What follows belongs to an exercise in optimizing a design on an open flow for small area, a short achievable clock period and few clock cycles; a production flow would make more cautious choices.

Setup of v18:
## script_lexer_tokenizer_unit
module script_lexer_tokenizer_unit (
    input  logic        i_clk,
    input  logic        i_rst_n,
    input  logic        i_byte_valid,
    output logic        o_byte_ready,
    input  logic [7:0]  i_byte_ch,
    input  logic        i_byte_final,
    output logic        o_tok_valid,
    input  logic        i_tok_ready,
    output logic [5:0]  o_tok_kind,
    output logic [19:0] o_tok_start,
    output logic [19:0] o_tok_len,
    output logic [15:0] o_tok_line,
    output logic [15:0] o_tok_col,
    output logic [7:0]  o_tok_bad,
    output logic        o_tok_last
);
    localparam [19:0] POS_CAP  = 20'hFFFFF;
    localparam [15:0] LINE_CAP = 16'hFFFF;
    localparam [5:0] K_LPAREN  = 6'd0;
    localparam [5:0] K_RPAREN  = 6'd1;
    localparam [5:0] K_LBRACE  = 6'd2;
    localparam [5:0] K_RBRACE  = 6'd3;
    localparam [5:0] K_COMMA   = 6'd4;
    localparam [5:0] K_DOT     = 6'd5;
    localparam [5:0] K_MINUS   = 6'd6;
    localparam [5:0] K_PLUS    = 6'd7;
    localparam [5:0] K_SEMI    = 6'd8;
    localparam [5:0] K_SLASH   = 6'd9;
    localparam [5:0] K_STAR    = 6'd10;
    localparam [5:0] K_BANG    = 6'd11;
    localparam [5:0] K_EQUAL   = 6'd13;
    localparam [5:0] K_GREATER = 6'd15;
    localparam [5:0] K_LESS    = 6'd17;
    localparam [5:0] K_IDENT   = 6'd19;
    localparam [5:0] K_STRING  = 6'd20;
    localparam [5:0] K_NUMBER  = 6'd21;
    localparam [5:0] K_KW_BASE = 6'd22;
    localparam [5:0] K_END     = 6'd38;
    localparam [5:0] K_ERROR   = 6'd39;
    localparam [3:0] S_IDLE    = 4'd0;
    localparam [3:0] S_OP      = 4'd1;
    localparam [3:0] S_SLASH   = 4'd2;
    localparam [3:0] S_COMMENT = 4'd3;
    localparam [3:0] S_STR     = 4'd4;
    localparam [3:0] S_IDENT   = 4'd5;
    localparam [3:0] S_INT     = 4'd6;
    localparam [3:0] S_INTDOT  = 4'd7;
    localparam [3:0] S_FRAC    = 4'd8;
    function automatic is_digit(input [7:0] c);
        is_digit = (c >= 8'h30) && (c <= 8'h39);
    endfunction
    function automatic is_alpha(input [7:0] c);
        is_alpha = ((c >= 8'h61) && (c <= 8'h7A)) || ((c >= 8'h41) && (c <= 8'h5A)) ||
                   (c == 8'h5F);
    endfunction
    function automatic [5:0] paired_kind(input [5:0] k);
        case (k[2:0])
            3'd3:    paired_kind = 6'd12;
            3'd5:    paired_kind = 6'd14;
            3'd7:    paired_kind = 6'd16;
            default: paired_kind = 6'd18;
  ...
export LEC_CHECK = 0
export ABC_AREA = 1
export CAP_MARGIN = 20
export CORE_MARGIN = 2
export CORE_UTILIZATION = 40
export SLEW_MARGIN = 20
create_clock -name core_clock -period 11.0 [get_ports {i_clk}]
standard.sh (not shown) runs the stock make flow with config.mk's settings and CLKGATE_MAP_FILE= SYNTH_SCRIPT=/design/flow/synth_recipe.tcl, a recipe that flattens the netlist after the stock synthesis.
==> flow/flow/run.sh <==
#!/bin/bash
# Standard layout (the standard.sh: ORFS synthesis to finish, same clock and
# constraints), with these changes to how the layout is made:
#  - the port buffers that ORFS inserts are plain buffers (buf_1) rather than the
#    delay cell ORFS picks by default; every port still gets its own buffer;
#  - ORFS's timing repair aims for more setup slack than the clock needs;
#  - clock tree: clkbuf_8 buffers, larger sink clusters, no dummy loads.
set -euo pipefail
export SETUP_SLACK_MARGIN=7.0
export BUFFER_PORTS_ARGS="-buffer_cell sky130_fd_sc_hd__buf_1"
export CTS_ARGS="-sink_clustering_enable -repair_clock_nets -buf_list sky130_fd_sc_hd__clkbuf_8 -sink_clustering_size 30 -sink_clustering_max_diameter 100 -dont_use_dummy_load"
bash standard.sh > standard_flow.log 2>&1
v18 completed; timing, DRC and antenna clean
Changes in v26 relative to v18:
--- a/flow/design.v
+++ b/flow/design.v
@@ -764,28 +764,32 @@
                         n_kind = K_ERROR; len_v = 1'b1; n_pend = 1'b1; n_errh = 1'b1;
                         n_plast = !r_fin; hold = 1'b1;
                     end
                 end
                 if (!hold) begin
                     if (r_fin) begin
                         n_post = 1'b1; n_plast = 1'b0;
                     end else consume = 1'b1;
                 end
             end
         end
     end
-    wire [19:0] n_pos  = clr ? 20'd0 : r_pos + {19'd0, adv && !pos_sat};
-    wire [15:0] n_col  = clr ? 16'd0 : col_set1 ? 16'd1 : r_col + {15'd0, adv && !col_sat};
-    wire [15:0] n_line = clr ? 16'd1 : r_line + {15'd0, line_adv && !line_sat};
-    wire [19:0] n_len  = len_ld ? {19'd0, len_v} : r_len + {19'd0, len_adv && !pos_sat};
+    wire [19:0] pos_i  = pos_sat ? r_pos : r_pos + 20'd1;
+    wire [19:0] len_i  = pos_sat ? r_len : r_len + 20'd1;
+    wire [15:0] col_i  = col_sat ? r_col : r_col + 16'd1;
+    wire [15:0] line_i = line_sat ? r_line : r_line + 16'd1;
+    wire [19:0] n_pos  = clr ? 20'd0 : adv ? pos_i : r_pos;
+    wire [15:0] n_col  = clr ? 16'd0 : col_set1 ? 16'd1 : adv ? col_i : r_col;
+    wire [15:0] n_line = clr ? 16'd1 : line_adv ? line_i : r_line;
+    wire [19:0] n_len  = len_ld ? {19'd0, len_v} : len_adv ? len_i : r_len;
     wire       accept = i_byte_valid && !r_bv2;
     wire       a_free = !r_bv || consume;    
     wire       x_bv   = a_free ? r_bv1 : 1'b1;
     wire [7:0] x_ch   = a_free ? r_ch1 : r_ch;
     wire       x_fin  = a_free ? r_fin1 : r_fin;
     logic x_term, x_closable;
     always_comb begin
         x_term = 1'b0;
         x_closable = 1'b1;
         case (n_mode)
             S_OP:     x_term = (x_ch != "=");
             S_SLASH:  x_term = (x_ch != "/");
@@ -816,30 +820,27 @@
                 if (accept) r_bv2 <= 1'b1;
             end else begin
                 r_bv1 <= accept;
             end
             if (!stall) r_vout <= n_pend || x_close || (n_post && x_closable);
         end
     end
     always_ff @(posedge i_clk) begin
         if (q_move) begin
             r_ch  <= r_ch1;
             r_fin <= r_fin1;
         end
-        if (q1_move ? !r_bv2 : !r_bv1) begin
-            r_ch1  <= i_byte_ch;
-            r_fin1 <= i_byte_final;
-        end else if (q1_move) begin
-            r_ch1  <= r_ch2;
-            r_fin1 <= r_fin2;
+        if (q1_move || !r_bv1) begin
+            r_ch1  <= r_bv2 ? r_ch2 : i_byte_ch;
+            r_fin1 <= r_bv2 ? r_fin2 : i_byte_final;
         end
         if (accept) begin
             r_ch2  <= i_byte_ch;
             r_fin2 <= i_byte_final;
         end
         if (!stall)
             r_lout <= n_pend ? n_plast :
                       x_close && !x_fin && (n_mode != S_INTDOT) && !x_tokbyte;
     end
     always_ff @(posedge i_clk) begin
         if (!i_rst_n) begin
             r_mode <= S_IDLE; r_pend <= 1'b0; r_errh <= 1'b0; r_post <= 1'b0; r_endp <= 1'b0;
--- outcome ---
Re critical path data required time: v18 and v26 aren't equal, and the lower value belongs to v26. In the tables for v18 and v26, worst path arrival time reads higher with v18. The run showing the smaller number of cells on the worst reg-to-reg path is v26. Taking v18 as the reference, in v26 design area moved down, initial standard-cell utilization of the core lost 0.56 points, synthesized area has increased, die area moved up.
Function was not checked in any run of this note: the RTL went through the layout flow alone.

## re-timing with driven ports
Ports are ideal in the flow. The routed layouts listed here were re-timed in OpenROAD. Step 1 assumes that a clkbuf_16 drives the clock port and a buf_2 every other input. Step 2 moves the port delays by t, midway between the first and last clock arrival at a register: inputs arrive t later, outputs are due t later. That takes back most of the time a late clock gives input paths. Slacks: no drivers / after step 1 / after step 2; pairs: no drivers / after step 1.
run | shift t [ns] | slack for setup (ns) | worst setup path after step 2
v18 | 0.480 | 7.004 / 7.004 / 6.813 | input to register
v26 | 0.480 | 7.212 / 7.170 / 6.764 | input to register
After both steps setup and hold are still met in every run listed. For v26, which loses most, drivers alone change the setup slack by -0.042 ns; drivers and shift together by -0.448 ns.
